Background: an optimization exercise with open tools, aiming at small area, a short achievable clock period and few clock cycles. Do not read the settings as production practice. No functional check of the RTL was part of any run shown here. Power is estimated from default activity; no workload was simulated.

**flow/config.mk**
```make
export PLATFORM = sky130hd
export DESIGN_NAME = nmea_gga_sentence_parser
export DESIGN_NICKNAME = nmea_gga_sentence_parser
export VERILOG_FILES = /design/flow/design.v
export SDC_FILE = /design/flow/constraint.sdc
export NUM_CORES = 4
export LEC_CHECK = 0
export CAP_MARGIN = 20
export CORE_MARGIN = 2
export CORE_UTILIZATION = 40
export SLEW_MARGIN = 20
```
**flow/constraint.sdc**
```tcl
create_clock -name core_clock -period 11.0 [get_ports {clk}]
set_input_delay 2.2000 -clock core_clock [delete_from_list [all_inputs] [get_ports {clk}]]
set_output_delay 2.2000 -clock core_clock [all_outputs]
set_load 0.01 [all_outputs]
```
**flow/design.v**
```verilog
`timescale 1ns / 1ps
`default_nettype none
package ngga_pkg;
	function automatic logic [7:0] head_char(input logic [2:0] n);
		logic [7:0] r;
		case (n)
			3'd0: r = 8'h24;
			3'd1: r = 8'h47;
			3'd2: r = 8'h50;
			3'd3: r = 8'h47;
			3'd4: r = 8'h47;
			3'd5: r = 8'h41;
			default: r = 8'h00;
		endcase
		head_char = r;
	endfunction
	function automatic logic is_digit(input logic [7:0] c);
		is_digit = (c >= 8'h30) && (c <= 8'h39);
	endfunction
	function automatic logic is_space(input logic [7:0] c);
		is_space = c == 8'h20 || (c >= 8'h09 && c <= 8'h0d) || c == 8'h2b;
	endfunction
	function automatic logic [6:0] pair_code(input logic [7:0] a);
		pair_code = {1'b0, is_space(a), is_digit(a), a[3:0]};
	endfunction
	function automatic logic [6:0] pair_value(input logic [6:0] code, input logic [7:0] b);
		logic [6:0] da;
		logic [6:0] db;
		logic [6:0] r;
		da = 7'(code[3:0]);
		db = 7'(b[3:0]);
		r = 7'd0;
		if (code[4]) begin
			r = is_digit(b) ? 7'(da * 7'd10 + db) : da;
		end else if (code[5]) begin
			r = is_digit(b) ? db : 7'd0;
		end
		pair_value = r;
	endfunction
	function automatic logic [9:0] min_step(input logic [1:0] rr, input logic [3:0] d);
		logic [7:0] t;
		logic [1:0] r;
		case ({rr, d})
			6'd0: begin t = 8'd0; r = 2'd0; end
			6'd1: begin t = 8'd16; r = 2'd2; end
			6'd2: begin t = 8'd33; r = 2'd1; end
			6'd3: begin t = 8'd50; r = 2'd0; end
			6'd4: begin t = 8'd66; r = 2'd2; end
			6'd5: begin t = 8'd83; r = 2'd1; end
			6'd6: begin t = 8'd100; r = 2'd0; end
			6'd7: begin t = 8'd116; r = 2'd2; end
			6'd8: begin t = 8'd133; r = 2'd1; end
			6'd9: begin t = 8'd150; r = 2'd0; end
			6'd16: begin t = 8'd3; r = 2'd1; end
			6'd17: begin t = 8'd20; r = 2'd0; end
			6'd18: begin t = 8'd36; r = 2'd2; end
			6'd19: begin t = 8'd53; r = 2'd1; end
			6'd20: begin t = 8'd70; r = 2'd0; end
			6'd21: begin t = 8'd86; r = 2'd2; end
			6'd22: begin t = 8'd103; r = 2'd1; end
			6'd23: begin t = 8'd120; r = 2'd0; end
			6'd24: begin t = 8'd136; r = 2'd2; end
			6'd25: begin t = 8'd153; r = 2'd1; end
			6'd32: begin t = 8'd6; r = 2'd2; end
			6'd33: begin t = 8'd23; r = 2'd1; end
			6'd34: begin t = 8'd40; r = 2'd0; end
			6'd35: begin t = 8'd56; r = 2'd2; end
			6'd36: begin t = 8'd73; r = 2'd1; end
			6'd37: begin t = 8'd90; r = 2'd0; end
			6'd38: begin t = 8'd106; r = 2'd2; end
			6'd39: begin t = 8'd123; r = 2'd1; end
			6'd40: begin t = 8'd140; r = 2'd0; end
			6'd41: begin t = 8'd156; r = 2'd2; end
			default: begin t = 8'd0; r = 2'd0; end
		endcase
		min_step = {r, t};
	endfunction
endpackage
`default_nettype wire
`timescale 1ns / 1ps
`default_nettype none
module ngga_back (
	input wire logic clk,
	input wire logic clr,
	input wire logic hi_n,
	input wire logic [1:0] feed,
	input wire logic [1:0] close,
	input wire logic [7:0] c,
	input wire logic dig,
	input wire logic dot,
	input wire logic zero,
	output logic lon_wait_n,
	output logic [1:0] hold_n,
	output logic [1:0] rdy,
	output logic [1:0] ov,
	output logic [1:0] qv,
	output logic [31:0] q0,
	output logic [31:0] q1
);
	localparam logic [1:0] PH_INT = 2'd0;
	localparam logic [1:0] PH_FRAC = 2'd1;
	localparam logic [1:0] PH_DONE = 2'd2;
	logic [1:0] ph_q [2];
	logic [1:0] ph_n [2];
	logic [2:0] cn_q [2];
	logic [2:0] cn_n [2];
	logic [7:0] win_q [2];
	logic [7:0] win_n [2];
	logic [1:0] r_q [2];
	logic [1:0] r_n [2];
	logic [31:0] q_q [2];
	logic [31:0] q_n [2];
	logic ov_q [2];
	logic ov_n [2];
	logic qv_q [2];
	logic qv_n [2];
	logic rdy_q [2];
	logic rdy_n [2];
	logic [1:0] flush;
	logic [1:0] flush_n;
	logic [1:0] flush_q;
	logic sel_q;
	logic sel_n;
	logic qs0_q;
	logic qs1_q;
	logic [7:0] t_q;
	logic [7:0] t_n;
	logic [1:0] rs_q;
	logic [1:0] rs_n;
	logic sel;
	logic deg;
	logic [3:0] dout;
	logic [9:0] ms;
	logic [7:0] t;
	logic [31:0] qs;
	logic [34:0] csa_s;
	logic [34:0] csa_c;
	logic [34:0] u;
	logic [35:0] sum;
	assign q0 = q_q[0];
	assign q1 = q_q[1];
	assign ov = {ov_q[1], ov_q[0]};
	assign qv = {qv_q[1], qv_q[0]};
	assign rdy = {rdy_q[1], rdy_q[0]};
	always_comb begin
		for (int k = 0; k < 2; k++) begin
			flush[k] = flush_q[k];
		end
		sel = sel_q;
		qs = (q_q[1] & {32{qs1_q}}) | (q_q[0] & {32{qs0_q}});
		t = t_q;
		csa_s = {1'b0, qs, 2'b00} ^ {3'b000, qs} ^ {28'd0, t[7:1]};
		csa_c = ({1'b0, qs, 2'b00} & {3'b000, qs}) | ({1'b0, qs, 2'b00} & {28'd0, t[7:1]}) |
			({3'b000, qs} & {28'd0, t[7:1]});
		u = csa_s + {csa_c[33:0], 1'b0};
		sum = {u, t[0]};
	end
	always_comb begin
		logic step;
		for (int k = 0; k < 2; k++) begin
			ph_n[k] = ph_q[k];
			cn_n[k] = cn_q[k];
			win_n[k] = win_q[k];
			r_n[k] = r_q[k];
			q_n[k] = q_q[k];
			ov_n[k] = ov_q[k];
			qv_n[k] = qv_q[k];
			step = 1'b0;
			case (ph_q[k])
				PH_INT: begin
					if (feed[k]) begin
						if (dig) begin
							if (cn_q[k] >= 3'd5) begin
								ov_n[k] = 1'b1;
							end else begin
								step = cn_q[k] >= 3'd2;
								win_n[k] = {win_q[k][3:0], c[3:0]};
								cn_n[k] = (cn_q[k] == 3'd0 && zero) ? 3'd0 : cn_q[k] + 3'd1;
							end
						end else if (dot) begin
							ph_n[k] = PH_FRAC;
							cn_n[k] = 3'd0;
						end else begin
							ph_n[k] = PH_DONE;
							cn_n[k] = 3'd0;
						end
					end
				end
				PH_FRAC: begin
					if (feed[k]) begin
						if (dig) begin
							if (cn_q[k] < 3'd4) begin
								step = 1'b1;
								win_n[k] = {win_q[k][3:0], c[3:0]};
								cn_n[k] = cn_q[k] + 3'd1;
							end
						end else begin
							ph_n[k] = PH_DONE;
						end
					end
				end
				default: begin
					if (flush[k] && (sel == (k == 1))) begin
						step = 1'b1;
						win_n[k] = {win_q[k][3:0], 4'd0};
						cn_n[k] = cn_q[k] + 3'd1;
					end
				end
			endcase
			if (step) begin
				q_n[k] = sum[31:0];
				qv_n[k] = 1'b1;
				r_n[k] = rs_q;
				ov_n[k] = ov_q[k] | (|sum[35:32]);
			end
			if (close[k] && ph_n[k] != PH_DONE) begin
				cn_n[k] = (ph_n[k] == PH_INT && cn_n[k] == 3'd0) ? 3'd6 :
					(ph_n[k] == PH_INT ? 3'd0 : cn_n[k]);
				ph_n[k] = PH_DONE;
			end
			if (clr) begin
				ph_n[k] = PH_INT;
				cn_n[k] = 3'd0;
				win_n[k] = 8'h00;
				r_n[k] = 2'd0;
				qv_n[k] = 1'b0;
				ov_n[k] = 1'b0;
			end
			rdy_n[k] = (ph_n[k] == PH_DONE) && (cn_n[k] == 3'd6);
			flush_n[k] = (ph_n[k] == PH_DONE) && (cn_n[k] != 3'd6);
		end
		lon_wait_n = flush_n[0] && ((ph_n[1] == PH_INT && cn_n[1] >= 3'd2 && cn_n[1] < 3'd5) ||
			(ph_n[1] == PH_FRAC && cn_n[1] < 3'd4));
		for (int k = 0; k < 2; k++) begin
			hold_n[k] = qv_n[k] || ov_n[k];
		end
		sel_n = !flush_n[0] && (flush_n[1] || hi_n);
		deg = sel_n ? (ph_n[1] == PH_INT) : (ph_n[0] == PH_INT);
		dout = sel_n ? win_n[1][7:4] : win_n[0][7:4];
		ms = ngga_pkg::min_step(sel_n ? r_n[1] : r_n[0], dout);
		t_n = deg ? 8'({dout, 3'b000} + {dout, 1'b0}) : ms[7:0];
		rs_n = deg ? 2'd0 : ms[9:8];
	end
	always_ff @(posedge clk) begin
		sel_q <= sel_n;
		qs0_q <= !sel_n && qv_n[0];
		qs1_q <= sel_n && qv_n[1];
		t_q <= t_n;
		rs_q <= rs_n;
		flush_q <= flush_n;
		for (int k = 0; k < 2; k++) begin
			ph_q[k] <= ph_n[k];
			cn_q[k] <= cn_n[k];
			win_q[k] <= win_n[k];
			r_q[k] <= r_n[k];
			q_q[k] <= q_n[k];
			ov_q[k] <= ov_n[k];
			qv_q[k] <= qv_n[k];
			rdy_q[k] <= rdy_n[k];
		end
	end
endmodule
`default_nettype wire
`timescale 1ns / 1ps
`default_nettype none
module nmea_gga_sentence_parser (
	input wire logic clk,
	input wire logic arst_n,
	input wire logic char_valid,
	output logic char_stall,
	input wire logic [7:0] char_byte,
	input wire logic char_last,
	output logic res_valid,
	input wire logic res_stall,
	output logic [2:0] res_status,
	output logic [6:0] res_hours,
	output logic [6:0] res_mins,
	output logic [6:0] res_secs,
	output logic [31:0] res_lat_e7,
	output logic [7:0] res_lat_hemi,
	output logic [31:0] res_lon_e7,
	output logic [7:0] res_lon_hemi
);
	logic iv_q;
	logic [7:0] ib_q;
	logic il_q;
	logic idig_q;
	logic icom_q;
	logic idot_q;
	logic izero_q;
	logic init_q;
	logic clr_q;
	logic done_q;
	logic [7:0] cnt_q, cnt_n;
	logic long_q, long_n;
	logic prefix_q, prefix_n;
	logic [3:0] comma_q, comma_n;
	logic [2:0] tidx_q, tidx_n;
	logic intok_q, intok_n;
	logic [2:0] tlen_q, tlen_n;
	logic tbad_q, tbad_n;
	logic [7:0] hnew_q [2];
	logic [7:0] hnew_n [2];
	logic hseen_q [2];
	logic hseen_n [2];
	logic [6:0] pair_q [3];
	logic [6:0] pair_n [3];
	logic [2:0] st_q, st_n;
	logic tm_n;
	logic cm_n;
	logic tm_q;
	logic cm_q;
	logic [1:0] cmk_q;
	logic [1:0] hold_n;
	logic busy_q;
	logic tg_q;
	logic k1_q;
	logic k2_q;
	logic k4_q;
	logic s3_q;
	logic s5_q;
	logic e3_q;
	logic e5_q;
	logic lw_q;
	logic lon_wait_n;
	logic take_n;
	logic done_n;
	logic [2:0] tidx_x;
	logic intok_x;
	logic cm_x;
	logic cm;
	logic [7:0] hemi_q [2];
	logic [7:0] hemi_n [2];
	logic consume;
	logic [1:0] hnew_w;
	logic [7:0] c_w;
	logic block;
	logic busy;
	logic take;
	logic hi_n;
	logic [1:0] fcoord;
	logic [1:0] feed;
	logic [1:0] close;
	logic [1:0] rdy;
	logic [1:0] ov;
	logic [1:0] qv;
	logic [31:0] q0;
	logic [31:0] q1;
	assign busy = busy_q;
	assign consume = iv_q & ~block;
	assign char_stall = iv_q & block;
	assign res_valid = done_q & rdy[0] & rdy[1];
	assign take = res_valid & ~res_stall;
	assign feed = fcoord & {2{consume}};
	assign hi_n = !init_q && !(consume && il_q) &&
		(tidx_q[2] || (consume && !icom_q && s3_q));
	always_comb begin
		logic [7:0] c;
		logic comma;
		logic tstart;
		logic ftime;
		logic [6:0] pv;
		logic [6:0] lim;
		c = ib_q;
		c_w = ib_q;
		comma = icom_q;
		tstart = !comma && !intok_q;
		tidx_n = (tstart && tidx_q != 3'd7) ? tidx_q + 3'd1 : tidx_q;
		ftime = !comma && k1_q && tlen_q < 3'd6;
		fcoord[0] = !comma && k2_q;
		fcoord[1] = !comma && k4_q;
		block = (busy && (il_q || (!comma && tg_q))) || (!comma && idig_q && lw_q);
		close[0] = consume && (il_q || (comma && e3_q));
		close[1] = consume && (il_q || (comma && e5_q));
		cnt_n = cnt_q;
		long_n = long_q;
		if (!long_q) begin
			if (cnt_q == 8'd255) begin
				long_n = 1'b1;
			end else begin
				cnt_n = cnt_q + 8'd1;
			end
		end
		prefix_n = prefix_q;
		if (cnt_q < 8'd6 && c != ngga_pkg::head_char(cnt_q[2:0])) begin
			prefix_n = 1'b0;
		end
		comma_n = (comma && comma_q != 4'd15) ? comma_q + 4'd1 : comma_q;
		intok_n = !comma;
		for (int k = 0; k < 2; k++) begin
			hnew_n[k] = hnew_q[k];
			hseen_n[k] = hseen_q[k];
			hemi_n[k] = hemi_q[k];
		end
		hnew_w[0] = !comma && s3_q;
		hnew_w[1] = !comma && s5_q;
		for (int k = 0; k < 2; k++) begin
			if (hnew_w[k]) begin
				hnew_n[k] = c;
				hseen_n[k] = 1'b1;
			end
		end
		for (int k = 0; k < 3; k++) begin
			pair_n[k] = pair_q[k];
		end
		tlen_n = tlen_q;
		tbad_n = tbad_q;
		pv = ngga_pkg::pair_value(pair_q[2], c);
		lim = (tlen_q[2:1] == 2'd0) ? 7'd23 : 7'd59;
		if (ftime) begin
			tlen_n = tlen_q + 3'd1;
			if (!tlen_q[0]) begin
				pair_n[0] = pair_q[1];
				pair_n[1] = pair_q[2];
				pair_n[2] = ngga_pkg::pair_code(c);
			end else begin
				pair_n[2] = pv;
				if (pv > lim) begin
					tbad_n = 1'b1;
				end
			end
		end
		if (cnt_n < 8'd6 || !prefix_n) begin
			st_n = 3'd1;
		end else if (comma_n < 4'd14) begin
			st_n = 3'd2;
		end else if (long_n) begin
			st_n = 3'd5;
		end else if (tlen_n < 3'd6) begin
			st_n = 3'd3;
		end else if (tbad_n) begin
			st_n = 3'd4;
		end else begin
			st_n = 3'd0;
		end
		tm_n = (st_n == 3'd0) || (st_n == 3'd4);
		cm_n = tm_n || (st_n == 3'd3);
		if (cm_n) begin
			for (int k = 0; k < 2; k++) begin
				if (hseen_n[k]) begin
					hemi_n[k] = hnew_n[k];
				end
			end
		end
		if (il_q) begin
			cnt_n = '0;
			long_n = 1'b0;
			prefix_n = 1'b1;
			comma_n = '0;
			tidx_n = '0;
			intok_n = 1'b0;
			tlen_n = '0;
			tbad_n = 1'b0;
			for (int k = 0; k < 2; k++) begin
				hseen_n[k] = 1'b0;
			end
		end
	end
	always_comb begin
		take_n = res_valid & ~res_stall;
		done_n = take_n ? 1'b0 : ((consume && il_q) ? 1'b1 : done_q);
		tidx_x = init_q ? 3'd0 : (consume ? tidx_n : tidx_q);
		intok_x = init_q ? 1'b0 : (consume ? intok_n : intok_q);
		cm_x = (consume && il_q) ? cm_n : cm_q;
	end
	always_ff @(posedge clk) begin
		busy_q <= done_n || take_n;
		tg_q <= tidx_x[2] || tidx_x[1] || (tidx_x[0] && !intok_x);
		k1_q <= intok_x ? tidx_x == 3'd2 : tidx_x == 3'd1;
		k2_q <= intok_x ? tidx_x == 3'd3 : tidx_x == 3'd2;
		k4_q <= intok_x ? tidx_x == 3'd5 : tidx_x == 3'd4;
		s3_q <= !intok_x && tidx_x == 3'd3;
		s5_q <= !intok_x && tidx_x == 3'd5;
		e3_q <= tidx_x == 3'd3;
		e5_q <= tidx_x == 3'd5;
		lw_q <= lon_wait_n && tidx_x[2] && !tidx_x[1] && (tidx_x[0] == intok_x);
		cmk_q <= {2{cm_x}} & hold_n;
	end
	always_ff @(posedge clk or negedge arst_n) begin
		if (!arst_n) begin
			iv_q <= 1'b0;
			init_q <= 1'b1;
			clr_q <= 1'b1;
			done_q <= 1'b0;
		end else begin
			if (!char_stall) begin
				iv_q <= char_valid;
			end
			init_q <= 1'b0;
			clr_q <= take;
			if (take) begin
				done_q <= 1'b0;
			end else if (consume && il_q) begin
				done_q <= 1'b1;
			end
		end
	end
	always_ff @(posedge clk) begin
		if (!char_stall) begin
			ib_q <= char_byte;
			il_q <= char_last;
			idig_q <= ngga_pkg::is_digit(char_byte);
			icom_q <= (char_byte == 8'h2c);
			idot_q <= (char_byte == 8'h2e);
			izero_q <= (char_byte[3:0] == 4'd0);
		end
		if (init_q) begin
			cnt_q <= '0;
			long_q <= 1'b0;
			prefix_q <= 1'b1;
			comma_q <= '0;
			tidx_q <= '0;
			intok_q <= 1'b0;
			tlen_q <= '0;
			tbad_q <= 1'b0;
			for (int k = 0; k < 2; k++) begin
				hseen_q[k] <= 1'b0;
				hemi_q[k] <= '0;
			end
		end else if (consume) begin
			cnt_q <= cnt_n;
			long_q <= long_n;
			prefix_q <= prefix_n;
			comma_q <= comma_n;
			tidx_q <= tidx_n;
			intok_q <= intok_n;
			tlen_q <= tlen_n;
			tbad_q <= tbad_n;
			for (int k = 0; k < 2; k++) begin
				if (hnew_w[k]) begin
					hnew_q[k] <= c_w;
				end
				hseen_q[k] <= hseen_n[k];
			end
			for (int k = 0; k < 3; k++) begin
				pair_q[k] <= pair_n[k];
			end
			if (il_q) begin
				st_q <= st_n;
				tm_q <= tm_n;
				cm_q <= cm_n;
				for (int k = 0; k < 2; k++) begin
					hemi_q[k] <= hemi_n[k];
				end
			end
		end
	end
	ngga_back u_back (
		.clk(clk),
		.clr(clr_q),
		.hi_n(hi_n),
		.feed(feed),
		.close(close),
		.c(ib_q),
		.dig(idig_q),
		.dot(idot_q),
		.zero(izero_q),
		.lon_wait_n(lon_wait_n),
		.hold_n(hold_n),
		.rdy(rdy),
		.ov(ov),
		.qv(qv),
		.q0(q0),
		.q1(q1)
	);
	assign res_status = st_q;
	assign res_hours = tm_q ? pair_q[0] : 7'd0;
	assign res_mins = tm_q ? pair_q[1] : 7'd0;
	assign res_secs = tm_q ? pair_q[2] : 7'd0;
	assign res_lat_e7 = cmk_q[0] ? (q0 | {32{ov[0]}}) : 32'd0;
	assign res_lon_e7 = cmk_q[1] ? (q1 | {32{ov[1]}}) : 32'd0;
	assign res_lat_hemi = hemi_q[0];
	assign res_lon_hemi = hemi_q[1];
endmodule
`default_nettype wire
```
**flow/flow/run.sh**
```bash
#!/bin/bash
# The standard layout (the standard.sh: standard synthesis, floorplan, placement,
# CTS, routing) with two changes to how it is made: timing repair aims for more setup
# slack than the clock needs, and the port buffers are the small sky130 buffer.
set -e
bash standard.sh SETUP_SLACK_MARGIN=7 'BUFFER_PORTS_ARGS=-buffer_cell sky130_fd_sc_hd__buf_1' finish > standard.log 2>&1
```
**flow/standard.sh**
```bash
#!/bin/bash
# synth_recipe.tcl (not shown) runs the flow's synth.tcl, then flattens the netlist and writes it again
# the make line also repeats each setting of config.mk as NAME=value (left out here)
make -C /OpenROAD-flow-scripts/flow DESIGN_CONFIG=/design/flow/config.mk WORK_HOME=/design/flow/orfs CLKGATE_MAP_FILE= SYNTH_SCRIPT=/design/flow/synth_recipe.tcl "${@:-finish}"
```
==> results.toml, run 1 <==
[status]
status = "complete, no violations"

[sta]
worst_pin_slew_ps = 984.1
maxSlewViolCount = 0
relSlewSlack_pct = 34.11
post-route-min-period_ps = 4035
finalClockSkew_ps = 10.65
rsz0062_at_grt = "true"
fmax_mhz = 247.9
tns_ps = 0
hold_viol_final = 0
setup_violations = 0
period_share_pct = 36.68

[logic_synthesis]
ys_warn_count = 26
netlist.top_cell.by_area = "edfxtp_1"
synth_cell_types = 87
syn_area_mm2 = 0.01333
synth-compound-area-share_pct = 20.23
synth_xor_area_share_pct = 2.563
synth.area.top_cells = "edfxtp_1 27%, dfxtp_1 15%, ha_1 9.0%, nor2_1 3.9%, o21a_1 3.7%"
syn_nets = 1470
ys_seq_area_share_pct = 42.91
synth-seq-cells = 225
synth_common_cells = "137 x nor2_1, 119 x edfxtp_1, 102 x dfxtp_1, 96 x ha_1, 78 x nand2_1"
synth_ff_type = "edfxtp_1"
synth_area_per_cell_um2 = 9.856
synth_most_common_cell = "nor2_1"
muxShareOfSynthArea_pct = 5.202
synthAdderAreaFrac_pct = 10.44
synth_top_family_by_area = "compound AO/OA/AOI/OAI gates"
syn_inst = 1352
synth_edf_count = 119
async_flop_share_pct = 1.778
synth-simple-area-share_pct = 15.05
yosysTopAreaCellShare_pct = 26.82

[global_routing]
grt_use_total_pct = 19.06
antenna_found_initial = 0
grt-ovfl-total = 0
grt_pass1_vias = 10311
grt_pass1_wl_um = 55390
grt_start_max_net_pins = 46

[worst_setup_path]
slowest_delay_ps = 470
crit_slowest_cell = "edfxtp_1"
worstSetupPathType = "register to register"
crit_buf_inv = 4
crit_chain = "buf_6, a22o_4, a211o_4, a211oi_4, nand3b_1, mux2_4, o31ai_4, a22oi_2, buf_12, mux2_4, inv_4, ha_4, inv_4, mux2i_4, or4_1, a31oi_1"
critPathCaptureType = "register"
arrival_ps = 4490
crit_path_max_fanout = 7
start_kind = "register"
required_ps = 11460
cpLargestDelayFamily = "compound AO/OA/AOI/OAI gates"

[pwr]
p_per_area_mw_per_mm2 = 331.5
vdd_drop_max_mv = 0.1606
leakagePower_uw = 0.006191

[floorplan]
die_x_um = 186.5
placementRows = 66
design.core.area_mm2 = 0.03270
pin_count = 119
initial_core_util_pct = 40.75
die_area_mm2 = 0.03479
die_h_um = 186.5

[routing]
vias = 10838
first_iter_violations = 763
vias_per_cell = 5.504
drc_errors = 0
drt-total-wl_um = 34740
ant_nets = 0
first_pass_iters = 5
wl_per_cell_um = 17.64

[final_layout]
layout.cells.non_filler = 1969
fin_nets = 1626
num_antenna_cells = 0
fillers = 3089
areaGrowthSynthToFinish_pct = 19.77
final_layout_size_suffix_gt1_share_pct = 15.19

[placed_design]
dp_cells = 1861
dpl.hpwl_um = 23770
gp_congestion = 0.8774
io_buffers = 118

[flow_run]
cap_violations = 0

[clocking]
cts_sinks = 225
numCtsBuffers = 25
cts.root.buffer_cell = "clkbuf_16"
clockBufferDepth = 3
h-tree-depth = 1
holdBufCountCts = 0
clk_pin_slew_worst_paths_ps = 60
cts_tree = "done"
insertion_delay_ps = 540

[min_path]
hold_class = "register to register"
==> power by group <==
part	internal (uW)	total, uW	switching [uW]
registers	1340	1530	196
logic	1270	2970	1700
clock network	452	791	339
total	3060	5290	2230
==> per-layer routing <==
layer	up-vias	share of wire, %	GRT usage, %
li1	5311	-	-
met5	-	0	0
met1	5210	49	27.86
met3	65	4.1	2.426
met4	0	2.1	4.792
met2	252	45	29.91
==> registers in the layout, indices dropped and copies added (netlist names), 6 cells and up <==
register,flops
u_back.q_q,64
pair_q,21
hemi_q,16
hnew_q,16
u_back.win_q,16
cnt_q,8
ib_q,8
u_back.t_q,7
u_back.cn_q,6
==> worst paths after layout <==
check / startpoint / to / slack [ps] / cells after the start
min in group asynchronous: arst_n / done_q / 1480 / 1
max reg2reg: idig_q / u_back.rs_q[1] / 6970 / 16
min: pair_q[1][6] / pair_q[0][6] / 440 / 0
min reg2reg: pair_q[1][6] / pair_q[0][6] / 440 / 0
max in group asynchronous: arst_n / init_q / 9280 / 1
max: idig_q / u_back.rs_q[1] / 6970 / 16
==> placed cells by master (no fill, tap or decap), drive strengths merged, types with 25 or more instances in the layout <==
master / n
and2: 29
ha: 96
nand2: 78
clkbuf: 37
edfxtp: 119
mux2i: 48
a21oi: 76
nor3: 33
nand3: 37
buf: 192
o21ai: 61
dfxtp: 102
o21a: 66
nor2: 137
xnor2: 27
inv: 55
a22o: 35
a21o: 25
==> area by class of cell <==
type,count,area [um^2],area share (%)
clock buffers,35,673.1,4.218
multi-input cells,1007,7601,47.63
clock inverters,11,92.59,0.5802
well taps,442,553.0,3.465
flip-flops and latches,225,5742,35.98
inverters,55,220.2,1.380
repair buffers,194,1077,6.750
==> kinds of logic after synthesis <==
group / count (synthesis)
buffers and inverters: 120
AO/OA/AOI/OAI: 385
AND/OR/NAND/NOR: 412
multiplexers: 64
other: 1
adder cells (fa/ha/maj): 106
XOR/XNOR: 39
flip-flops: 225
==> through the flow <==
step                      setup slack, ps  util (%)  total power (uW)  cell area [um^2]  hold slack, ps
after detailed placement             6215     43.38              4058             14190           426.3
after floorplan                      6849         -              3410             13340           418.1
final                                6965     48.80              5291             15960           439.3
after global routing                 6798     48.80              5681             15960           450.0
after global placement               6367     43.37              4018             14180           424.0
after CTS                            6927     46.68              4969             15260           440.1
==> timing repair <==
| action | 4_1_cts | 5_1_grt |
|---|---|---|
| setup buffers | 23 | 37 |
| endpoints found under the setup margin | 76 | 32 |
| endpoints found under the hold margin | 0 | 0 |
| gates cloned | 0 | 2 |
| pin swaps | 10 | 42 |
| gates resized for setup | 34 | 87 |
==> run 2, diff against run 1 <==
--- a/flow/config.mk
+++ b/flow/config.mk
@@ -8,4 +8,6 @@
 export CAP_MARGIN = 20
 export CORE_MARGIN = 2
 export CORE_UTILIZATION = 40
+export CTS_CLUSTER_DIAMETER = 100
+export CTS_CLUSTER_SIZE = 30
 export SLEW_MARGIN = 20
==> results.toml, run 2 <==
[logic_synthesis]
synth_common_cells = "137 x nor2_1, 119 x edfxtp_1, 102 x dfxtp_1, 96 x ha_1, 78 x nand2_1"
synth_most_common_cell = "nor2_1"
synth_area_per_cell_um2 = 9.856
synth-seq-cells = 225
yosysTopAreaCellShare_pct = 26.82
netlist.top_cell.by_area = "edfxtp_1"
async_flop_share_pct = 1.778
syn_nets = 1470
syn_inst = 1352
synth_ff_type = "edfxtp_1"
ys_warn_count = 26
synth_edf_count = 119
synth_cell_types = 87
ys_seq_area_share_pct = 42.91
synth.area.top_cells = "edfxtp_1 27%, dfxtp_1 15%, ha_1 9.0%, nor2_1 3.9%, o21a_1 3.7%"
syn_area_mm2 = 0.01333

[min_path]
hold_class = "register to register"

[final_layout]
num_antenna_cells = 0
largest-register = "u_back.q_q"
layout_common_cells = "135 x nor2_1, 119 x edfxtp_1, 117 x buf_1, 91 x dfxtp_1, 89 x ha_1"
layout.cells.non_filler = 1956
utilization_pct = 47.93
fin_nets = 1626
final_layout_size_suffix_gt1_share_pct = 15.19
areaGrowthSynthToFinish_pct = 17.63
final_common_cell = "nor2_1"
largest_reg_flops = 64
reg.largest.list = "u_back.q_q: 64 flops, pair_q: 21 flops"

[flow_run]
cap_violations = 0

[sta]
hold_viol_final = 0
finalClockSkew_ps = 43.32
maxSlewViolCount = 0
worst_pin_slew_ps = 953.2
period_share_pct = 36.65
relSlewSlack_pct = 36.17
fmax_mhz = 248.0
setup_violations = 0
rsz0062_at_grt = "true"
hold_ws_ps = 448.1
tns_ps = 0
post-route-min-period_ps = 4032

[floorplan]
die_h_um = 186.5
die_area_mm2 = 0.03479
initial_core_util_pct = 40.75
pin_count = 119
die_x_um = 186.5
design.core.area_mm2 = 0.03270
placementRows = 66

[routing]
first_pass_iters = 5
drt-total-wl_um = 34450
first_iter_violations = 817
ant_nets = 0
vias = 10878
vias_per_cell = 5.561
wl_per_cell_um = 17.61
drc_errors = 0

[worst_setup_path]
slowest_delay_ps = 440
required_ps = 11370
crit_buf_inv = 5
crit_slowest_cell = "edfxtp_1"
cpLargestDelayFamily = "compound AO/OA/AOI/OAI gates"
critPathCaptureType = "register"
start_kind = "register"
worstSetupPathType = "register to register"
crit_chain = "buf_6, a22oi_4, and3_4, a211o_1, nand3_2, a2111o_1, a211o_1, a22oi_2, buf_12, mux2i_4, buf_4, clkinvlp_4, buf_4, ha_1, mux2_2, a21oi_1, a21oi_1"
crit_path_max_fanout = 10
arrival_ps = 4400

[placed_design]
dpl.hpwl_um = 23770
io_buffers = 118
dp_cells = 1861
gp_congestion = 0.8774

[global_routing]
grt_pass1_vias = 10216
grt_start_max_net_pins = 46
grt_pass1_wl_um = 54650
grt-ovfl-total = 0
antenna_found_initial = 0
grt_use_total_pct = 18.79

[status]
status = "complete, no violations"

[pwr]
vdd_drop_max_mv = 0.1534
p_per_area_mw_per_mm2 = 318.7
leakagePower_uw = 0.006078
total_power_uw = 4995

[clocking]
cts.root.buffer_cell = "clkbuf_16"
h-tree-depth = 1
clk_pin_slew_worst_paths_ps = 120
numCtsBuffers = 13
clockBufferDepth = 3
cts_sinks = 225
insertion_delay_ps = 490
cts_tree = "done"
==> run 2: cell counts after synthesis <==
Identical to the previous run, type by type.
==> run 2: metrics by stage <==
stage	instance area, um^2	setup WS, ps
global placement	14180	6367
CTS	14940	6936
detailed placement	14190	6215
global route	15680	6799
finish	15680	6968
floorplan	13340	6849
==> run 2: path summary, 6_finish.rpt <==
path	start	to	slack, ps	cells after the start
min in group asynchronous	arst_n	iv_q	1530	1
max in group asynchronous	arst_n	clr_q	9190	1
hold reg to reg	done_q	busy_q	450	1
setup / recovery	idig_q	u_back.t_q[1]	6970	17
setup reg to reg	idig_q	u_back.t_q[1]	6970	17
hold / removal	done_q	busy_q	450	1
==> run 2: final cells by class <==
class,instances,area (um^2)
fill,3104,17030
multi-input combinational,1007,7556
sequential,225,5746
timing repair buffer,206,1161
tap,442,553.0
clock buffer,14,329.1
inverter,55,221.5
clock inverter,7,108.9
==> run 2: power by group <==
group / total, uW / internal [uW] / switching (uW)
logic: 2910 / 1230 / 1680
registers: 1530 / 1340 / 193
clock network: 554 / 255 / 299
==> run 2: worst register-to-register path, delay by kind of cell, from the launching register on <==
family,cells,cell delay (ps)
AOI/OAI and AO/OA,7,1540
adders and majority gates,1,200
buffers and inverters,5,780
DFF,1,440
muxes,2,550
and+or+nand+nor,2,410
==> run 2: what timing repair did <==
item / 4_1_cts / 5_1_grt
setup buffers: 25 / 49
gates resized for setup: 34 / 86
setup endpoints to repair: 74 / 31
pin swaps: 9 / 41
hold buffers: 0 / 0
hold endpoints to repair: 0 / 0
==> run 2: kinds of logic (layout without fill, tap and decap cells) <==
group                    count (synthesis)  after routing  share of synthesized area (%)
multiplexers                            64             64                          5.202
adder cells (fa/ha/maj)                106            106                          10.44
AO/OA/AOI/OAI                          385            385                          20.23
buffers and inverters                  120            282                          3.577
AND/OR/NAND/NOR                        412            412                          15.05
other                                    1              1                        0.02814
XOR/XNOR                                39             39                          2.563
flip-flops                             225            225                          42.91
==> run 2: layer usage <==
metal  up-vias  track usage, %  wire length, um  part of all wire, %
met5         -               0                0                    0
met4         0           4.945              807                  2.3
met3        53           2.313             1617                  4.7
met2       282           29.58            15450                   45
met1      5250           27.34            16570                   48
li1       5293               -                -                    -

[separate check: timing with driven ports]
Ports are ideal in the flow. The routed layouts listed here were re-timed in OpenROAD.
Step 1, drivers: a clkbuf_16 drives clk and a buf_2 each remaining input, both assumed.
Step 2 also shifts input and output timing later by t, the mid clock arrival at the registers, as if the neighbouring blocks saw the same clock.
a / b / c = ideal / step 1 / step 2; a / b = the first two.
| run | t, ns | slack for setup (ns) | worst hold slack (ns) | worst register clock-pin slew, ns |
|---|---|---|---|---|
| run 1 | 0.582 | 6.965 / 6.965 / 6.965 | 0.439 / 0.439 / 0.439 | 0.06 / 0.06 |
| run 2 | 0.520 | 6.968 / 6.948 / 6.968 | 0.448 / 0.448 / 0.448 | 0.12 / 0.12 |
After both steps setup and hold are still met in every run listed.
